This design comes from an exercise in tuning for a short achievable clock period and few clock cycles per item on the open sky130 flow, not from production work.
The RTL was checked by simulation tests, not by an equivalence proof against the original design.
Power figures rest on the tool's default switching activity, not on a simulated workload.

`design/flow/design.v`:
```
module cafl_add #(parameter int W = 16) (
    input  logic [W-1:0] a,
    input  logic [W-1:0] b,
    input  logic         cin,
    output logic [W-1:0] sum,
    output logic         cout,
    output logic [W:0]   c              
);
    logic [W-1:0] g, p, x;
    cafl_gp  #(.W(W)) u_gp (.a(a), .b(b), .g(g), .p(p));
    cafl_xor #(.W(W)) u_x  (.a(a), .b(b), .y(x));
    cafl_pfx #(.W(W)) u_pf (.g(g), .p(p), .cin(cin), .c(c));
    cafl_xor #(.W(W)) u_s  (.a(x), .b(c[W-1:0]), .y(sum));
    assign cout = c[W];
endmodule
module cafl_gp #(parameter int W = 16) (
    input  logic [W-1:0] a,
    input  logic [W-1:0] b,
    output logic [W-1:0] g,
    output logic [W-1:0] p
);
    assign g = a & b;
    assign p = a | b;
endmodule
module cafl_xor #(parameter int W = 16) (
    input  logic [W-1:0] a,
    input  logic [W-1:0] b,
    output logic [W-1:0] y
);
    assign y = a ^ b;
endmodule
module cafl_pfx #(parameter int W = 16) (
    input  logic [W-1:0] g,
    input  logic [W-1:0] p,
    input  logic         cin,
    output logic [W:0]   c
);
    logic [W-1:0] gg, pp;
    always_comb begin
        gg = {g[W-1:1], g[0] | (p[0] & cin)};
        pp = p;
        for (int l = 1; l < W; l = l * 2) begin
            gg = gg | (pp & (gg << l));
            pp = pp & (pp << l);
        end
    end
    assign c = {gg, cin};
endmodule
module cafl_oh (
    input  logic [4:0]  op,
    output logic [31:0] oh
);
    always_comb begin
        oh = 32'd0;
        oh[op] = 1'b1;
    end
endmodule
module cafl_sel_dec (
    input  logic [4:0]  op,
    input  logic        mc_done,
    input  logic        s_zero,
    input  logic        dneg,
    output logic [27:0] sel
);
    logic [31:0] oh;
    always_comb begin
        oh = 32'd0;
        oh[op] = 1'b1;
    end
    logic g, div;
    assign g   = !mc_done;
    assign div = oh[5] | oh[6] | oh[7] | oh[8];
    assign sel[0]  = g & oh[0];                     
    assign sel[1]  = g & oh[1];                     
    assign sel[2]  = g & oh[22];                    
    assign sel[3]  = g & oh[2];                     
    assign sel[4]  = g & oh[23];                    
    assign sel[5]  = g & oh[9];                     
    assign sel[6]  = g & oh[10];                    
    assign sel[7]  = g & oh[11];                    
    assign sel[8]  = g & oh[12];                    
    assign sel[9]  = g & oh[13];                    
    assign sel[10] = g & oh[14];                    
    assign sel[11] = g & oh[15];                    
    assign sel[12] = g & oh[16];                    
    assign sel[13] = g & oh[17];                    
    assign sel[14] = g & oh[18];                    
    assign sel[15] = g & oh[19];                    
    assign sel[16] = g & oh[20];                    
    assign sel[17] = g & oh[21];                    
    assign sel[18] = g & (oh[30] | oh[31]);         
    assign sel[19] = g & oh[30];                    
    assign sel[20] = g & oh[31];                    
    assign sel[21] = g & (oh[25] | oh[26] | oh[27] | oh[28] | oh[29]);    
    assign sel[22] = g & div & s_zero;              
    assign sel[23] = g & oh[5] & !s_zero;                                
    assign sel[24] = g & (oh[7] | (oh[8] & !dneg)) & !s_zero;            
    assign sel[25] = g & oh[8] & dneg & !s_zero;                         
    assign sel[26] = g & !(oh[21] | oh[30] | oh[31] | oh[25] | oh[26] | oh[27] | oh[28]
                          | oh[29] | (div & s_zero));                    
    assign sel[27] = g & oh[6] & !s_zero;                                
endmodule
module cafl_arith (
    input  logic [15:0] d,
    input  logic [15:0] s,
    input  logic        ci,
    output logic [16:0] add0,
    output logic [16:0] add1,
    output logic [16:0] sub0,
    output logic [16:0] sub1,
    output logic [15:0] r_inc,
    output logic [15:0] r_dec,
    output logic [15:0] r_neg,
    output logic [15:0] r_sm2,          
    output logic        z_add0,
    output logic        z_add1,
    output logic        z_sub1,
    output logic        z_sm2,
    output logic        s_lt,           
    output logic        a_lt            
);
    function automatic logic sum_zero(input logic [15:0] a, input logic [15:0] b,
                                      input logic cin);
        logic [15:0] x, o;
        x = a ^ b;
        o = a | b;
        sum_zero = (x == {o[14:0], cin});
    endfunction
    logic c_add0, c_add1, c_sub0, c_sub1;
    cafl_add #(.W(16)) u_add0 (.a(d), .b(s), .cin(1'b0), .sum(add0[15:0]), .cout(c_add0));
    cafl_add #(.W(16)) u_add1 (.a(d), .b(s), .cin(ci), .sum(add1[15:0]), .cout(c_add1));
    cafl_add #(.W(16)) u_sub0 (.a(d), .b(~s), .cin(1'b1), .sum(sub0[15:0]), .cout(c_sub0));
    cafl_add #(.W(16)) u_sub1 (.a(d), .b(~s), .cin(!ci), .sum(sub1[15:0]), .cout(c_sub1));
    assign add0[16] = c_add0;
    assign add1[16] = c_add1;
    assign sub0[16] = !c_sub0;          
    assign sub1[16] = !c_sub1;
    logic c_inc, c_dec, c_neg, c_sm2;
    cafl_add #(.W(16)) u_inc (.a(d), .b(16'd0), .cin(1'b1), .sum(r_inc), .cout(c_inc));
    cafl_add #(.W(16)) u_dec (.a(d), .b(16'hFFFF), .cin(1'b0), .sum(r_dec), .cout(c_dec));
    cafl_add #(.W(16)) u_neg (.a(~d), .b(16'd0), .cin(1'b1), .sum(r_neg), .cout(c_neg));
    cafl_add #(.W(16)) u_sm2 (.a(d), .b({s[14:0], 1'b0}), .cin(1'b0), .sum(r_sm2), .cout(c_sm2));
    assign z_add0 = sum_zero(d, s, 1'b0);
    assign z_add1 = sum_zero(d, s, ci);
    assign z_sub1 = sum_zero(d, ~s, !ci);
    assign z_sm2  = sum_zero(d, {s[14:0], 1'b0}, 1'b0);
    assign s_lt   = (d[15] ^ s[15]) ? d[15] : sub0[16];
    always_comb begin
        case ({d[15], s[15]})
            2'b00:   a_lt = sub0[16];
            2'b01:   a_lt = !c_add0;
            2'b10:   a_lt = c_add0 & !z_add0;
            default: a_lt = !sub0[16] & (d != s);
        endcase
    end
endmodule
module cafl_shift (
    input  logic [15:0] d,
    input  logic [15:0] s,
    output logic [15:0] r_shl,
    output logic [15:0] r_shr,
    output logic [15:0] r_sar,
    output logic [15:0] r_rol,
    output logic [15:0] r_ror,
    output logic        z_shl,
    output logic        z_shr,
    output logic        z_sar,
    output logic        z_btst              
);
    function automatic logic [15:0] rol16(input logic [15:0] x, input logic [3:0] n);
        logic [15:0] y;
        y = x;
        if (n[0]) y = {y[14:0], y[15]};
        if (n[1]) y = {y[13:0], y[15:14]};
        if (n[2]) y = {y[11:0], y[15:12]};
        if (n[3]) y = {y[7:0], y[15:8]};
        rol16 = y;
    endfunction
    function automatic logic [15:0] ror16(input logic [15:0] x, input logic [3:0] n);
        logic [15:0] y;
        y = x;
        if (n[0]) y = {y[0], y[15:1]};
        if (n[1]) y = {y[1:0], y[15:2]};
        if (n[2]) y = {y[3:0], y[15:4]};
        if (n[3]) y = {y[7:0], y[15:8]};
        ror16 = y;
    endfunction
    logic [3:0]  rot;
    logic        big;
    logic [15:0] keep_lo, keep_hi;      
    assign rot = s[3:0];
    assign big = |s[15:4];
    assign r_shl = big ? 16'd0 : (d << rot);
    assign r_shr = big ? 16'd0 : (d >> rot);
    assign r_sar = big ? {16{d[15]}} : 16'($signed(d) >>> rot);
    assign r_rol = rol16(d, rot);
    assign r_ror = ror16(d, rot);
    assign keep_lo = 16'hFFFF >> rot;
    assign keep_hi = 16'hFFFF << rot;
    assign z_shl = big | ((d & keep_lo) == 16'd0);
    assign z_shr = big | ((d & keep_hi) == 16'd0);
    assign z_sar = big ? !d[15] : ((d & keep_hi) == 16'd0);
    assign z_btst = !d[rot] | (d == 16'd0);
endmodule
module cafl_misc (
    input  logic [15:0] d,
    input  logic [15:0] s,
    output logic [15:0] r_and,
    output logic [15:0] r_or,
    output logic [15:0] r_xor,
    output logic [15:0] r_not,
    output logic        s_zero,
    output logic        d_zero,
    output logic        d_eq_s,
    output logic        d_ones,
    output logic        d_one,
    output logic        z_and,
    output logic        z_or
);
    assign r_and  = d & s;
    assign r_or   = d | s;
    assign r_xor  = d ^ s;
    assign r_not  = ~d;
    assign s_zero = (s == 16'd0);
    assign d_zero = (d == 16'd0);
    assign d_eq_s = (d == s);
    assign d_ones = &d;
    assign d_one  = (d == 16'd1);
    assign z_and  = ((d & s) == 16'd0);
    assign z_or   = ((d | s) == 16'd0);
endmodule
module cafl_sel (
    input  logic [27:0] sel,
    input  logic        mu_done,
    input  logic [20:0] mu_rec,
    input  logic        ms_done,
    input  logic [20:0] ms_rec,
    input  logic        f_done,
    input  logic [20:0] f_rec,
    input  logic [15:0] d,
    input  logic [15:0] s,
    input  logic [15:0] add0,
    input  logic [15:0] add1,
    input  logic [15:0] sub0,
    input  logic [15:0] sub1,
    input  logic [15:0] r_inc,
    input  logic [15:0] r_dec,
    input  logic [15:0] r_neg,
    input  logic [15:0] r_sm2,
    input  logic [15:0] r_and,
    input  logic [15:0] r_or,
    input  logic [15:0] r_xor,
    input  logic [15:0] r_not,
    input  logic [15:0] r_shl,
    input  logic [15:0] r_shr,
    input  logic [15:0] r_sar,
    input  logic [15:0] r_rol,
    input  logic [15:0] r_ror,
    input  logic        c_add0,
    input  logic        c_add1,
    input  logic        lt1,
    input  logic        bor1,
    input  logic        s_lt,
    input  logic        a_lt,
    input  logic        z_add0,
    input  logic        z_add1,
    input  logic        z_sub1,
    input  logic        z_sm2,
    input  logic        s_zero,
    input  logic        d_zero,
    input  logic        d_eq_s,
    input  logic        d_ones,
    input  logic        d_one,
    input  logic        z_and,
    input  logic        z_or,
    input  logic        z_shl,
    input  logic        z_shr,
    input  logic        z_sar,
    input  logic        z_btst,
    output logic [20:0] rec_a,
    output logic [20:0] rec_b
);
    logic        k1;
    logic [15:0] res_a, res_b;
    logic        sdiv_p1, sdiv_n1;
    assign sdiv_p1 = (sel[27] & !d[15] & !s[15] & !lt1)
                   | (sel[27] &  d[15] &  s[15] & (lt1 | d_eq_s));
    assign sdiv_n1 = (sel[27] & !d[15] &  s[15] & c_add0)
                   | (sel[27] &  d[15] & !s[15] & (!c_add0 | z_add0));
    logic        cy_a, cy_b, zf_a, zf_b;
    assign k1 = c_add0;
    always_comb begin
        res_a = ({16{sel[1]}}  & add0)
              | ({16{sel[2]}}  & add1)
              | ({16{sel[3]}}  & sub0)
              | ({16{sel[4]}}  & sub1)
              | ({16{sel[9]}}  & r_neg)
              | ({16{sel[10]}} & r_inc)
              | ({16{sel[11]}} & r_dec)
              | {15'd0, sel[23] & !lt1}
              | {{15{sdiv_n1}}, sdiv_p1 | sdiv_n1}
              | ({16{sel[24] & lt1}} & d)
              | ({16{sel[24] & !lt1}} & sub0)
              | ({16{sel[25] & k1}} & add0)
              | ({16{sel[25] & !k1}} & r_sm2);
        res_b = ({16{sel[0]}}  & s)
              | ({16{sel[5]}}  & r_and)
              | ({16{sel[6]}}  & r_or)
              | ({16{sel[7]}}  & r_xor)
              | ({16{sel[8]}}  & r_not)
              | ({16{sel[12]}} & r_shl)
              | ({16{sel[13]}} & r_shr)
              | ({16{sel[14]}} & r_sar)
              | ({16{sel[15]}} & r_rol)
              | ({16{sel[16]}} & r_ror)
              | ({16{sel[17] | sel[18] | sel[21] | sel[22]}} & d)
              | ({16{mu_done}} & mu_rec[15:0])
              | ({16{ms_done}} & ms_rec[15:0])
              | ({16{f_done}} & f_rec[15:0]);
        cy_a = (sel[1] & c_add0) | (sel[2] & c_add1)
             | (sel[3] & lt1) | (sel[4] & bor1)
             | (sel[19] & lt1)
             | (sel[20] & s_lt);
        cy_b = (sel[10] & d_ones) | (sel[11] & d_zero)
             | (sel[12] & d[15])
             | (mu_done & mu_rec[16])
             | (ms_done & ms_rec[16]);
        zf_a = (sel[1] & z_add0) | (sel[2] & z_add1)
             | (sel[3] & d_eq_s) | (sel[4] & z_sub1)
             | (sel[9] & d_zero)
             | (sel[10] & d_ones)
             | (sel[11] & d_one)
             | (sel[23] & lt1)
             | (sel[27] & !d[15] & !s[15] & lt1)
             | (sel[27] & !d[15] &  s[15] & !c_add0)
             | (sel[27] &  d[15] & !s[15] & c_add0 & !z_add0)
             | (sel[27] &  d[15] &  s[15] & !lt1 & !d_eq_s)
             | (sel[24] & lt1 & d_zero)
             | (sel[24] & !lt1 & d_eq_s)
             | (sel[25] & k1 & z_add0)
             | (sel[25] & !k1 & z_sm2);
        zf_b = (sel[0] & s_zero)
             | (sel[5] & z_and)
             | (sel[6] & z_or)
             | (sel[7] & d_eq_s)
             | (sel[8] & d_ones)
             | (sel[12] & z_shl) | (sel[13] & z_shr) | (sel[14] & z_sar)
             | ((sel[15] | sel[16] | sel[21] | sel[22]) & d_zero)
             | (sel[17] & z_btst)
             | (sel[18] & d_eq_s)
             | (mu_done & mu_rec[17])
             | (ms_done & ms_rec[17])
             | (f_done & f_rec[17]);
    end
    assign rec_a = {3'b000, zf_a, cy_a, res_a};
    assign rec_b = {sel[22], sel[21], sel[26] | mu_done | ms_done | f_done, zf_b, cy_b, res_b};
endmodule
module cafl_alu (
    input  logic [39:0] s_tdata,
    input  logic        mu_done,        
    input  logic [20:0] mu_rec,
    input  logic        ms_done,        
    input  logic [20:0] ms_rec,
    input  logic        f_done,         
    input  logic [20:0] f_rec,
    output logic [20:0] rec_a,          
    output logic [20:0] rec_b
);
    logic [4:0]  op;
    logic [15:0] d, s;
    logic        ci;
    assign op = s_tdata[4:0];
    assign d  = s_tdata[20:5];
    assign s  = s_tdata[36:21];
    assign ci = s_tdata[37];
    logic [15:0] r_and, r_or, r_xor, r_not;
    logic        s_zero, d_zero, d_eq_s, d_ones, d_one, z_and, z_or;
    cafl_misc u_misc (
        .d (d), .s (s),
        .r_and (r_and), .r_or (r_or), .r_xor (r_xor), .r_not (r_not),
        .s_zero (s_zero), .d_zero (d_zero), .d_eq_s (d_eq_s), .d_ones (d_ones),
        .d_one (d_one), .z_and (z_and), .z_or (z_or)
    );
    logic [27:0] sel;
    cafl_sel_dec u_sdec (
        .op      (op),
        .mc_done (mu_done | ms_done | f_done),
        .s_zero  (s_zero),
        .dneg    (d[15]),
        .sel     (sel)
    );
    logic [16:0] add0, add1, sub0, sub1;
    logic [15:0] r_inc, r_dec, r_neg, r_sm2;
    logic        z_add0, z_add1, z_sub1, z_sm2, s_lt, a_lt;
    cafl_arith u_arith (
        .d (d), .s (s), .ci (ci),
        .add0 (add0), .add1 (add1), .sub0 (sub0), .sub1 (sub1),
        .r_inc (r_inc), .r_dec (r_dec), .r_neg (r_neg), .r_sm2 (r_sm2),
        .z_add0 (z_add0), .z_add1 (z_add1), .z_sub1 (z_sub1), .z_sm2 (z_sm2),
        .s_lt (s_lt), .a_lt (a_lt)
    );
    logic [15:0] r_shl, r_shr, r_sar, r_rol, r_ror;
    logic        z_shl, z_shr, z_sar, z_btst;
    cafl_shift u_shift (
        .d (d), .s (s),
        .r_shl (r_shl), .r_shr (r_shr), .r_sar (r_sar), .r_rol (r_rol), .r_ror (r_ror),
        .z_shl (z_shl), .z_shr (z_shr), .z_sar (z_sar), .z_btst (z_btst)
    );
    cafl_sel u_sel (
        .sel (sel), .mu_done (mu_done), .mu_rec (mu_rec), .ms_done (ms_done),
        .ms_rec (ms_rec), .f_done (f_done), .f_rec (f_rec),
        .d (d), .s (s),
        .add0 (add0[15:0]), .add1 (add1[15:0]), .sub0 (sub0[15:0]), .sub1 (sub1[15:0]),
        .r_inc (r_inc), .r_dec (r_dec), .r_neg (r_neg), .r_sm2 (r_sm2),
        .r_and (r_and), .r_or (r_or), .r_xor (r_xor), .r_not (r_not),
        .r_shl (r_shl), .r_shr (r_shr), .r_sar (r_sar), .r_rol (r_rol), .r_ror (r_ror),
        .c_add0 (add0[16]), .c_add1 (add1[16]), .lt1 (sub0[16]), .bor1 (sub1[16]),
        .s_lt (s_lt), .a_lt (a_lt),
        .z_add0 (z_add0), .z_add1 (z_add1), .z_sub1 (z_sub1), .z_sm2 (z_sm2),
        .s_zero (s_zero), .d_zero (d_zero), .d_eq_s (d_eq_s), .d_ones (d_ones),
        .d_one (d_one), .z_and (z_and), .z_or (z_or),
        .z_shl (z_shl), .z_shr (z_shr), .z_sar (z_sar), .z_btst (z_btst),
        .rec_a (rec_a), .rec_b (rec_b)
    );
endmodule
module cafl_dec (
    input  logic [39:0] s_tdata,
    output logic        is_mul,
    output logic        is_mdiv
);
    logic [4:0]  op;
    logic [15:0] d, s;
    assign op = s_tdata[4:0];
    assign d  = s_tdata[20:5];
    assign s  = s_tdata[36:21];
    logic [31:0] oh;
    cafl_oh u_oh (.op(op), .oh(oh));
    logic [16:0] dif2, sum2;
    logic        c_dif2, c_sum2, lt2, k2;
    cafl_add #(.W(17)) u_dif2 (.a({1'b0, d}), .b(~{s, 1'b0}), .cin(1'b1),
                               .sum(dif2), .cout(c_dif2));
    cafl_add #(.W(17)) u_sum2 (.a({1'b0, d}), .b({s, 1'b0}), .cin(1'b0),
                               .sum(sum2), .cout(c_sum2));
    assign lt2 = !c_dif2;
    assign k2  = c_sum2 | sum2[16];
    logic [16:0] dif3;
    logic        c_dif3, z2;
    logic [15:0] x2, o2;
    assign x2 = d ^ {s[14:0], 1'b0};
    assign o2 = d | {s[14:0], 1'b0};
    assign z2 = (x2 == {o2[14:0], 1'b0});
    cafl_add #(.W(17)) u_dif3 (.a({s, 1'b0}), .b(~{1'b1, d}), .cin(1'b1),
                               .sum(dif3), .cout(c_dif3));
    logic q_ok;
    assign q_ok = ((oh[5] | oh[7] | (oh[8] & !d[15]) | (oh[6] & !d[15] & !s[15])) & lt2)
                | (oh[6] & !d[15] &  s[15] & !c_sum2)
                | (oh[6] &  d[15] & !s[15] & c_sum2)
                | (oh[6] &  d[15] & !s[15] & sum2[16] & !z2)
                | (oh[6] &  d[15] &  s[15] & !c_dif3)
                | (oh[8] & d[15] & k2);
    assign is_mul  = oh[3] | oh[4] | oh[24];
    assign is_mdiv = (oh[5] | oh[6] | oh[7] | oh[8]) & (s != 16'd0) & !q_ok;
endmodule
module cafl_div_cap (
    input  logic [39:0] s_tdata,
    output logic [15:0] a,
    output logic [15:0] b,
    output logic        negq,
    output logic        negr,
    output logic [2:0]  grp             
);
    logic [4:0]  op;
    logic [15:0] d, s;
    assign op = s_tdata[4:0];
    assign d  = s_tdata[20:5];
    assign s  = s_tdata[36:21];
    function automatic logic [4:0] nbits(input logic [15:0] x);
        nbits = 5'd0;
        for (int i = 0; i < 16; i++) if (x[i]) nbits = 5'(i + 1);
    endfunction
    logic d_ng, s_ng;
    assign d_ng = (op == 5'd6 || op == 5'd8) && d[15];
    assign s_ng = (op == 5'd6) && s[15];
    logic [15:0] nd, ns;
    logic        c_nd, c_ns;
    cafl_add #(.W(16)) u_nd (.a(~d), .b(16'd0), .cin(1'b1), .sum(nd), .cout(c_nd));
    cafl_add #(.W(16)) u_ns (.a(~s), .b(16'd0), .cin(1'b1), .sum(ns), .cout(c_ns));
    assign a    = d_ng ? nd : d;
    assign b    = s_ng ? ns : s;
    assign negq = d[15] ^ s[15];
    assign negr = d[15];
    logic [4:0] la_e, lb_e;
    logic [5:0] pd_e;
    assign la_e = d_ng ? (nbits(~d) + 5'd1) : nbits(d);
    assign lb_e = s_ng ? nbits(~s) : nbits(s);
    assign pd_e = {1'b0, la_e} - {1'b0, lb_e};
    always_comb begin
        case (pd_e)
            6'd0, 6'd1, 6'd2:    grp = 3'd0;
            6'd3, 6'd4, 6'd5:    grp = 3'd1;
            6'd6, 6'd7, 6'd8:    grp = 3'd2;
            6'd9, 6'd10, 6'd11:  grp = 3'd3;
            6'd12, 6'd13, 6'd14: grp = 3'd4;
            default:             grp = 3'd5;
        endcase
    end
endmodule
module cafl_div_setup (
    input  logic [15:0]       a,
    input  logic [15:0]       b,
    input  logic [2:0]        grp,
    output logic              early,    
    output logic [15:0]       quo0,     
    output logic [15:0]       rem0,
    output logic [7:1][20:0]  mk
);
    logic [15:0] amb;
    logic [16:0] e17;
    logic        c_amb, c_e;
    cafl_add #(.W(16)) u_amb  (.a(a), .b(~b), .cin(1'b1), .sum(amb), .cout(c_amb));
    cafl_add #(.W(17)) u_e    (.a({1'b0, a}), .b(~{b, 1'b0}), .cin(1'b1), .sum(e17),
                               .cout(c_e));
    assign early = !c_e;
    assign quo0  = {15'd0, c_amb};
    assign rem0  = c_amb ? amb : a;
    logic [7:1][17:0] bm;
    assign bm[1] = {2'b00, b};
    assign bm[2] = {1'b0, b, 1'b0};
    logic c3, c5, c7;
    cafl_add #(.W(18)) u_b3 (.a({2'b00, b}), .b({1'b0, b, 1'b0}), .cin(1'b0), .sum(bm[3]),
                             .cout(c3));
    assign bm[4] = {b, 2'b00};
    cafl_add #(.W(18)) u_b5 (.a({2'b00, b}), .b({b, 2'b00}), .cin(1'b0), .sum(bm[5]),
                             .cout(c5));
    assign bm[6] = {bm[3][16:0], 1'b0};
    logic [18:0] b7;
    cafl_add #(.W(19)) u_b7 (.a({b, 3'b000}), .b(~{3'b000, b}), .cin(1'b1), .sum(b7),
                             .cout(c7));
    assign bm[7] = b7[17:0];
    for (genvar k = 1; k <= 7; k++) begin : g_mk
        assign mk[k] = {3'b000, bm[k]} << (3 * grp);
    end
endmodule
module cafl_div_iter (
    input  logic [15:0]      rem,
    input  logic [7:1][20:0] mk,
    output logic [2:0]       dig,
    output logic [15:0]      rem_n
);
    logic [7:1][21:0] rdiff;
    for (genvar k = 1; k <= 7; k++) begin : g_rdiff
        logic [20:0] df;
        logic        cf;
        cafl_add #(.W(21)) u_df (.a({5'd0, rem}), .b(~mk[k]), .cin(1'b1), .sum(df),
                                 .cout(cf));
        assign rdiff[k] = {!cf, df};
    end
    always_comb begin
        if      (!rdiff[7][21]) begin dig = 3'd7; rem_n = rdiff[7][15:0]; end
        else if (!rdiff[6][21]) begin dig = 3'd6; rem_n = rdiff[6][15:0]; end
        else if (!rdiff[5][21]) begin dig = 3'd5; rem_n = rdiff[5][15:0]; end
        else if (!rdiff[4][21]) begin dig = 3'd4; rem_n = rdiff[4][15:0]; end
        else if (!rdiff[3][21]) begin dig = 3'd3; rem_n = rdiff[3][15:0]; end
        else if (!rdiff[2][21]) begin dig = 3'd2; rem_n = rdiff[2][15:0]; end
        else if (!rdiff[1][21]) begin dig = 3'd1; rem_n = rdiff[1][15:0]; end
        else                    begin dig = 3'd0; rem_n = rem;            end
    end
endmodule
module cafl_div_fix (
    input  logic [15:0] quo,
    input  logic [15:0] rem,
    input  logic [15:0] b,
    input  logic [1:0]  dop,
    input  logic        negq,
    input  logic        negr,
    output logic [20:0] rec
);
    logic [15:0] nquo, bmr;
    logic        c_nq, c_bmr;
    cafl_add #(.W(16)) u_nq  (.a(~quo), .b(16'd0), .cin(1'b1), .sum(nquo), .cout(c_nq));
    cafl_add #(.W(16)) u_bmr (.a(b), .b(~rem), .cin(1'b1), .sum(bmr), .cout(c_bmr));
    logic [15:0] res;
    logic        zf;
    always_comb begin
        case (dop)
            2'd0:    res = quo;
            2'd1:    res = negq ? nquo : quo;
            2'd2:    res = rem;
            default: res = (negr && rem != 16'd0) ? bmr : rem;
        endcase
        zf = dop[1] ? (rem == 16'd0) : (quo == 16'd0);
    end
    assign rec = {3'b001, zf, 1'b0, res};
endmodule
module cafl_booth #(parameter bit SX = 1'b0) (
    input  logic [15:0] d,
    input  logic [15:0] s,
    output logic [31:0] ma,             
    output logic [8:0]  bneg,
    output logic [8:0]  bone,
    output logic [8:0]  btwo
);
    logic [18:0] mb;
    assign mb = {{2{SX & s[15]}}, s, 1'b0};
    for (genvar i = 0; i < 9; i++) begin : g_dig
        assign bneg[i] = mb[2*i+2] & !(mb[2*i+1] & mb[2*i]);
        assign bone[i] = mb[2*i+1] ^ mb[2*i];
        assign btwo[i] = (mb[2*i+2] & !mb[2*i+1] & !mb[2*i])
                       | (!mb[2*i+2] & mb[2*i+1] & mb[2*i]);
    end
    assign ma = {{16{SX & d[15]}}, d};
endmodule
module cafl_mul_tree (
    input  logic [31:0] ma,
    input  logic [8:0]  bneg,
    input  logic [8:0]  bone,
    input  logic [8:0]  btwo,
    output logic [31:0] r0,
    output logic [31:0] r1,
    output logic [31:0] r2
);
    logic [8:0][31:0] pp, mag;
    for (genvar i = 0; i < 9; i++) begin : g_pp
        assign mag[i] = (({32{bone[i]}} & ma) | ({32{btwo[i]}} & {ma[30:0], 1'b0}))
                      ^ {32{bneg[i]}};
        if (i == 0) begin : g_first
            assign pp[i] = mag[i];
        end else begin : g_rest
            assign pp[i] = (mag[i] << (2 * i)) | (32'(bneg[i-1]) << (2 * i - 2));
        end
    end
    function automatic logic [63:0] cafl_csa(input logic [31:0] a, input logic [31:0] b,
                                             input logic [31:0] c);
        logic [31:0] sv, cv;
        sv = a ^ b ^ c;
        cv = ((a & b) | (a & c) | (b & c)) << 1;
        cafl_csa = {cv, sv};
    endfunction
    logic [63:0] l1a, l1b, l1c, l2a, l2b, l3a;
    assign l1a = cafl_csa(pp[0], pp[1], pp[2]);
    assign l1b = cafl_csa(pp[3], pp[4], pp[5]);
    assign l1c = cafl_csa(pp[6], pp[7], pp[8]);
    assign l2a = cafl_csa(l1a[31:0], l1a[63:32], l1b[31:0]);
    assign l2b = cafl_csa(l1b[63:32], l1c[31:0], l1c[63:32]);
    assign l3a = cafl_csa(l2a[31:0], l2a[63:32], l2b[31:0]);
    assign r0 = l3a[31:0];
    assign r1 = l3a[63:32];
    assign r2 = l2b[63:32];
endmodule
module cafl_mul_fin #(parameter bit SX = 1'b0) (
    input  logic [31:0] r0,
    input  logic [31:0] r1,
    input  logic [31:0] r2,
    input  logic        mulc_ci,
    output logic [20:0] rec
);
    function automatic logic [63:0] cafl_csa(input logic [31:0] a, input logic [31:0] b,
                                             input logic [31:0] c);
        logic [31:0] sv, cv;
        sv = a ^ b ^ c;
        cv = ((a & b) | (a & c) | (b & c)) << 1;
        cafl_csa = {cv, sv};
    endfunction
    function automatic logic sum_zero(input logic [15:0] a, input logic [15:0] b,
                                      input logic cin);
        logic [15:0] x, o;
        x = a ^ b;
        o = a | b;
        sum_zero = (x == {o[14:0], cin});
    endfunction
    logic [63:0] l4;
    logic [31:0] ps, pc;
    assign l4 = cafl_csa(r0, r1, r2);
    assign ps = l4[31:0];
    assign pc = {l4[63:33], SX ? 1'b0 : mulc_ci};
    logic [31:0] prod;
    logic        c_prod;
    logic [32:0] c;
    cafl_add #(.W(32)) u_cpa (.a(ps), .b(pc), .cin(1'b0), .sum(prod), .cout(c_prod), .c(c));
    logic zf, cy;
    assign zf = sum_zero(ps[15:0], pc[15:0], 1'b0);
    if (SX) begin : g_s
        logic p31;
        assign p31 = ps[31] ^ pc[31] ^ c[31];
        assign cy  = !p31 && !sum_zero(ps[30:15], pc[30:15], c[15]);
    end else begin : g_u
        assign cy  = !sum_zero(ps[31:16], pc[31:16], c[16]);
    end
    assign rec = {3'b001, zf, cy, prod[15:0]};
endmodule
module cpu_alu_with_flags (
    input  logic        aclk,
    input  logic        aresetn,
    input  logic        s_tvalid,
    output logic        s_tready,
    input  logic [39:0] s_tdata,
    output logic        m_tvalid,
    input  logic        m_tready,
    output logic [23:0] m_tdata
);
    logic        mc_done;
    logic        st_m1, st_f;
    logic        smul_r;
    logic [20:0] mul_u_rec, mul_s_rec, fix_rec;
    logic        busy0;             
    logic [20:0] p_rec_a, p_rec_b;
    logic        is_mul, is_mdiv;
    cafl_alu u_alu (
        .s_tdata (s_tdata),
        .mu_done (st_m1 & !smul_r),
        .mu_rec  (mul_u_rec),
        .ms_done (st_m1 & smul_r),
        .ms_rec  (mul_s_rec),
        .f_done  (st_f),
        .f_rec   (fix_rec),
        .rec_a   (p_rec_a),
        .rec_b   (p_rec_b)
    );
    cafl_dec u_dec (
        .s_tdata (s_tdata),
        .is_mul  (is_mul),
        .is_mdiv (is_mdiv)
    );
    logic        rdy_r, ov_r, wp_r, rp_r;
    logic [1:0]  cnt_r;
    logic [20:0] q0a_r, q0b_r, q1a_r, q1b_r;
    logic        accept, take;
    logic [1:0]  cnt0, cnt1;        
    logic [4:0]  nxt_m0, nxt_m1, nxt_na, nxt;
    assign s_tready = rdy_r;
    assign accept   = s_tvalid & rdy_r & aresetn;
    assign take     = ov_r & m_tready;
    assign cnt0     = cnt_r - {1'b0, take};
    assign cnt1     = cnt_r + {1'b0, !take};
    assign nxt_m0 = {cnt1, 1'b1, !wp_r, cnt1 != 2'd2};
    assign nxt_m1 = {cnt0, cnt0 != 2'd0, wp_r, 1'b0};
    assign nxt_na = !aresetn ? {2'd0, 1'b0, 1'b0, 1'b1}
                  : mc_done  ? {cnt1, 1'b1, !wp_r, !busy0 & (cnt1 != 2'd2)}
                             : {cnt0, cnt0 != 2'd0, wp_r, !busy0 & (cnt0 != 2'd2)};
    cafl_late u_late (
        .a   (accept),
        .m   (is_mdiv),
        .xm0 (is_mul ? nxt_m1 : nxt_m0),
        .xm1 (nxt_m1),
        .xna (nxt_na),
        .y   (nxt)
    );
    always_ff @(posedge aclk) begin
        {cnt_r, ov_r, wp_r, rdy_r} <= nxt;
        if (!aresetn) rp_r <= 1'b0;
        else          rp_r <= rp_r ^ take;
    end
    always_ff @(posedge aclk) begin
        if (!wp_r && cnt_r != 2'd2) begin
            q0a_r <= p_rec_a;
            q0b_r <= p_rec_b;
        end
        if (wp_r && cnt_r != 2'd2) begin
            q1a_r <= p_rec_a;
            q1b_r <= p_rec_b;
        end
    end
    assign m_tvalid = ov_r;
    assign m_tdata  = {3'b000, rp_r ? (q1a_r | q1b_r) : (q0a_r | q0b_r)};
    logic        st_s, st_it;
    logic        st_m1_n, st_s_n, st_it_n, st_f_n;
    logic        early;
    logic [2:0]  cnt_it_r;
    assign st_m1_n = accept & is_mul;
    assign st_s_n  = accept & is_mdiv;
    assign st_it_n = (st_s & !early) | (st_it & (cnt_it_r != 3'd0));
    assign st_f_n  = (st_s & early) | (st_it & (cnt_it_r == 3'd0));
    assign busy0   = st_s | st_it;
    assign mc_done = st_m1 | st_f;
    always_ff @(posedge aclk) begin
        st_m1 <= st_m1_n;
        st_s  <= st_s_n;
        st_it <= aresetn & st_it_n;
        st_f  <= aresetn & st_f_n;
    end
    logic [31:0] ma_u, ma_s;
    logic [8:0]  bneg_u, bone_u, btwo_u, bneg_s, bone_s, btwo_s;
    logic [31:0] mu0, mu1, mu2, mu0_r, mu1_r, mu2_r;
    logic [31:0] ms0, ms1, ms2, ms0_r, ms1_r, ms2_r;
    logic        mulc_ci_r;
    logic [15:0] a, b, a_r, b_r;
    logic        negq, negr, negq_r, negr_r;
    logic [2:0]  grp, grp_r;
    logic [1:0]  dop_r;
    cafl_booth #(.SX(1'b0)) u_booth_u (
        .d    (s_tdata[20:5]),
        .s    (s_tdata[36:21]),
        .ma   (ma_u),
        .bneg (bneg_u),
        .bone (bone_u),
        .btwo (btwo_u)
    );
    cafl_booth #(.SX(1'b1)) u_booth_s (
        .d    (s_tdata[20:5]),
        .s    (s_tdata[36:21]),
        .ma   (ma_s),
        .bneg (bneg_s),
        .bone (bone_s),
        .btwo (btwo_s)
    );
    cafl_div_cap u_dcap (
        .s_tdata (s_tdata),
        .a       (a),
        .b       (b),
        .negq    (negq),
        .negr    (negr),
        .grp     (grp)
    );
    always_ff @(posedge aclk) begin
        if (accept) begin
            mu0_r     <= mu0;
            mu1_r     <= mu1;
            mu2_r     <= mu2;
            ms0_r     <= ms0;
            ms1_r     <= ms1;
            ms2_r     <= ms2;
            mulc_ci_r <= (s_tdata[4:0] == 5'd24) & s_tdata[37];
            smul_r    <= (s_tdata[4:0] == 5'd4);
            a_r       <= a;
            b_r       <= b;
            negq_r    <= negq;
            negr_r    <= negr;
            grp_r     <= grp;
            dop_r     <= 2'(s_tdata[4:0] - 5'd5);
        end
    end
    cafl_mul_tree u_mtree_u (
        .ma (ma_u), .bneg (bneg_u), .bone (bone_u), .btwo (btwo_u),
        .r0 (mu0), .r1 (mu1), .r2 (mu2)
    );
    cafl_mul_tree u_mtree_s (
        .ma (ma_s), .bneg (bneg_s), .bone (bone_s), .btwo (btwo_s),
        .r0 (ms0), .r1 (ms1), .r2 (ms2)
    );
    cafl_mul_fin #(.SX(1'b0)) u_mfin_u (
        .r0 (mu0_r), .r1 (mu1_r), .r2 (mu2_r), .mulc_ci (mulc_ci_r), .rec (mul_u_rec)
    );
    cafl_mul_fin #(.SX(1'b1)) u_mfin_s (
        .r0 (ms0_r), .r1 (ms1_r), .r2 (ms2_r), .mulc_ci (1'b0), .rec (mul_s_rec)
    );
    logic [15:0]      quo0, rem0;
    logic [7:1][20:0] mk, mk_r, mk_sh;
    logic [15:0]      rem_r, quo_r, rem_n;
    logic [2:0]       dig;
    cafl_div_setup u_dset (
        .a         (a_r),
        .b         (b_r),
        .grp       (grp_r),
        .early     (early),
        .quo0      (quo0),
        .rem0      (rem0),
        .mk        (mk)
    );
    cafl_div_iter u_dit (
        .rem   (rem_r),
        .mk    (mk_r),
        .dig   (dig),
        .rem_n (rem_n)
    );
    cafl_div_fix u_dfix (
        .quo  (quo_r),
        .rem  (rem_r),
        .b    (b_r),
        .dop  (dop_r),
        .negq (negq_r),
        .negr (negr_r),
        .rec  (fix_rec)
    );
    for (genvar k = 1; k <= 7; k++) begin : g_mksh
        assign mk_sh[k] = mk_r[k] >> 3;
    end
    always_ff @(posedge aclk) begin
        if (st_s) begin
            rem_r    <= early ? rem0 : a_r;
            quo_r    <= early ? quo0 : 16'd0;
            cnt_it_r <= grp_r;
            mk_r     <= mk;
        end
        if (st_it) begin
            rem_r    <= rem_n;
            quo_r    <= {quo_r[12:0], dig};
            cnt_it_r <= cnt_it_r - 3'd1;
            mk_r     <= mk_sh;
        end
    end
endmodule
module cafl_late (
    input  logic       a,
    input  logic       m,
    input  logic [4:0] xm0,
    input  logic [4:0] xm1,
    input  logic [4:0] xna,
    output logic [4:0] y
);
    assign y = a ? (m ? xm1 : xm0) : xna;
endmodule
```
`design/flow/flow/run.sh`:
```
#!/bin/bash
# The standard layout (the standard.sh, standard synthesis included) with two
# changes to placement and timing repair: the input and output port buffers are
# sky130_fd_sc_hd__buf_4 cells instead of the slow delay buffer the platform
# picks, and timing repair may resize a cell to any drive strength, not only to
# cells of the same footprint. The make output goes to standard_flow.log; each
# ORFS step keeps its own log under orfs/logs.
set -euo pipefail
bash standard.sh MATCH_CELL_FOOTPRINT=0 \
    "BUFFER_PORTS_ARGS=-buffer_cell sky130_fd_sc_hd__buf_4" finish > standard_flow.log 2>&1
```
`design/flow/standard.sh`:
```
#!/bin/bash
# synth_recipe.tcl (not shown) runs the flow's synth.tcl, then flattens the netlist and writes it again
# the make line also repeats each setting of config.mk as NAME=value (left out here)
make -C /OpenROAD-flow-scripts/flow DESIGN_CONFIG=/design/flow/config.mk WORK_HOME=/design/flow/orfs CLKGATE_MAP_FILE= SYNTH_SCRIPT=/design/flow/synth_recipe.tcl "${@:-finish}"
```
`design/flow/config.mk`:
```
export PLATFORM = sky130hd
export DESIGN_NAME = cpu_alu_with_flags
export DESIGN_NICKNAME = cpu_alu_with_flags
export VERILOG_FILES = /design/flow/design.v
export SDC_FILE = /design/flow/constraint.sdc
export NUM_CORES = 4
export LEC_CHECK = 0
export CAP_MARGIN = 20
export CORE_MARGIN = 2
export CORE_UTILIZATION = 40
export SETUP_SLACK_MARGIN = 5
export SLEW_MARGIN = 20
export SYNTH_HIERARCHICAL = 1
export SYNTH_MINIMUM_KEEP_SIZE = 0
```
`design/flow/constraint.sdc`:
```
create_clock -name core_clock -period 9.0 [get_ports {aclk}]
set_input_delay 1.8000 -clock core_clock [delete_from_list [all_inputs] [get_ports {aclk}]]
set_output_delay 1.8000 -clock core_clock [all_outputs]
set_load 0.01 [all_outputs]
```
==> impl_metrics.tcl <==
set metrics [dict create \
    status "finished clean" \
    path_class "input pin to flip-flop" \
    min_to "mk_r[146]$_SDFFE_PP0P_" \
    area_growth_pct 21.77 \
    syn_area_per_cell_sq_um 8.730 \
    antenna_found_initial 15 \
    post_drt_via_cell_ratio 5.818 \
    drive_gt1_share_pct 25.83 \
    finalWirelength_microns 303300 \
    period_needed_ns 4.448 \
    setup_slack_ns 4.552 \
    numCtsBuffers 70 \
    coreArea_sq_mm 0.1976 \
    start_util_pct 40.34 \
    clkSinkCount 509 \
    grt_pass1_wl_microns 440400 \
    ant_nets 0 \
    path_clk_slew_ns 0.06 \
    dieHeight_microns 450.5 \
    crit_required_ns 9.43 \
    core.rowCount 163 \
    synthCells 9133 \
    pwr-share-seq_pct 20.1 \
    die-area_sq_mm 0.2029 \
    final_util_pct 49.12 \
    comb_power_share_pct 62.9 \
    slew_violations 0 \
    worstMarginPinSlew_ns 1.155 \
    max_freq_ghz 0.2248 \
    cell_internal_pwr_mw 9.986 \
    hp-class "flip-flop to flip-flop" \
    grt_start_max_net_pins 138 \
    stdcell_count 12460 \
    hp-start "mk_r[146]$_SDFFE_PP0P_" \
    firstDrtPassIters 9 \
    drc 0 \
    finalCritPeriodShare_pct 49.43 \
    endpoint_kind "flip-flop" \
    finalHoldViolCount 0 \
    grt_overflow_total 0 \
    crit_chain "buf_16 -> clkinvlp_4 -> or2_1 -> a21o_1 -> a31o_4 -> o21a_1 -> a2111o_1 -> a21o_2 -> xor2_1 -> a222oi_1 -> inv_1 -> a221oi_4 -> nand4_1 -> buf_4" \
    dpl.hpwl_microns 188700 \
    nets 10350 \
    cp_max_fo 5 \
    grt_pass1_vias 70720 \
    place_ws_ns 2.852 \
    drv_cap 0 \
    ir_worst_vdd_mv 0.2465 \
    swShare_pct 44.79 \
    r2r_cells 15 \
    drt_iter0_drc 8580 \
    finClkSkew_ns 0.03939 \
    crit_path_start_kind "input pin" \
    fp.dieW_microns 450.5 \
    crit_arrival_ns 4.88 \
    r2r_slack_ns 4.66 \
    clockBufferDepth 3 \
    p_leak_nw 41.86 \
    cts.root.buffer_cell "clkbuf_16" \
    yosys_warnings 24 \
    cpMaxStageDelayCell "a2111o_1" \
    grt_usage_pct 28.26 \
    h-tree-depth 3 \
    r2r_start "mu2_r[2]$_DFFE_PN_" \
    cts_tree "done" \
    setup_viol 0 \
    pwr-share-clk_pct 17.0 \
    setup_tns_ns 0 \
    clkLatencyLatePin_ns 0.70 \
    power.density_mw_per_mm2 186.3 \
    net-switching-power_mw 8.100 \
    r2r-end "q0b_r[16]$_DFFE_PP_" \
    avgRoutedWirePerCell_microns 24.34 \
    critPathMaxStageDelay_ns 0.44 \
    netlist_area_sq_mm 0.07973 \
    relSlewSlack_pct 22.83 \
    cts.hold.buffers_added 0 \
    hold_slack_ns 0.5240 \
    port_buffers 64 \
    rsz0062_at_grt "yes" \
    place_inst 11790 \
    hold_depth 2 \
    gp_congestion 0.9641 \
    vias 72510 \
    io_pins 70 \
]
==> power by group through the flow <==
stage	registers, mW	clock network [mW]	logic (mW)
final	3.63	3.08	11.4
after global routing	3.68	3.21	12.4
after CTS	3.63	3.13	10.8
after detailed placement	3.68	0	10.1
after global placement	3.67	0	9.92
after floorplan	3.65	0	7.40
==> layout by cell type, fill, tap and decap left out, types with 201 or more instances in the layout <==
cell type	instances
nor2_1	303
xor2_1	1077
nand2_1	316
a22oi_2	231
edfxtp_1	478
xnor2_1	228
or2_1	501
conb_1	529
and2_2	511
ha_1	201
a22oi_1	300
buf_4	404
a21oi_1	292
fa_1	234
inv_1	903
a21o_1	247
==> worst max-delay path by stage <==
stage	end	from
floorplan	q0a_r[10]$_DFFE_PP_	s_tdata[23]
global placement	ms0_r[12]$_DFFE_PN_	s_tdata[22]
detailed placement	ms0_r[12]$_DFFE_PN_	s_tdata[22]
global route	q0a_r[8]$_DFFE_PP_	s_tdata[5]
finish	q0a_r[15]$_DFFE_PP_	s_tdata[5]
CTS	q0a_r[15]$_DFFE_PP_	s_tdata[5]
==> metal layers <==
metal	vias up	part of all wire (%)	routed length, microns	global-route usage, %
met2	3959	45	135700	45.73
met4	10	8.2	24750	18.09
met1	34970	37	113600	33.97
met5	-	0.021	65	0
met3	1252	9.6	29210	6.051
li1	32320	-	-	-
==> cell type report <==
cell class	instances	area [sq um]
diodes	5	12.51
inverters	1027	3988
multi-input cells	7405	62530
flip-flops and latches	509	14980
clock inverters	45	619.3
fillers	18100	100500
clock buffers	83	1883
well taps	2640	3303
repair buffers	750	9763
==> metrics by stage <==
stage / power (mW) / instance area (sq um)
floorplan: 11.05 / 84440
global placement: 13.60 / 84410
detailed placement: 13.81 / 84420
CTS: 17.61 / 93530
global route: 19.33 / 97070
finish: 18.09 / 97080
==> registers in the layout (all words and copies together) (netlist names), 32 cells and up <==
name	cells
mu0_r	32
mu1_r	32
ms2_r	32
mk_r	147
ms0_r	32
ms1_r	32
mu2_r	32
==> critical path, delay by kind of cell <==
| family | cells | cell delay, ns |
|---|---|---|
| xor gates and xnor gates | 1 | 0.18 |
| buffers and inverters | 4 | 0.63 |
| AOI/OAI and AO/OA | 7 | 1.86 |
| and+or+nand+nor | 2 | 0.39 |
==> repair_timing <==
action | 4_1_cts | 5_1_grt
pin swaps | 194 | 299
gates resized for setup | 573 | 400
cloned | 71 | 23
endpoints found under the setup margin | 326 | 223
buffers inserted | 280 | 164
Testbench counts, summed over its fixed seeds: cycles 9,456, items 8,000.

[re-timing with driven ports]
The flow's constraints put no driver on any port. The routed layout listed below was extracted and timed again, unchanged, in two steps.
Step 1 sets driving cells, clkbuf_16 on the clock port and buf_2 on the other inputs (assumed; they add their load-dependent delay and slew).
Step 2 also shifts input and output timing later by t, the mid clock arrival at the registers, as if the neighbouring blocks saw the same clock.
Three values: ideal, step 1, step 2; two values: the first two.
t (ns): 0.771
slack for setup (ns): 4.552 / 4.350 / 3.579
cell pins on the clock port's net: 1
After both steps setup and hold are still met in this run. For this run, drivers alone change the setup slack by -0.202 ns; drivers and shift together by -0.973 ns.
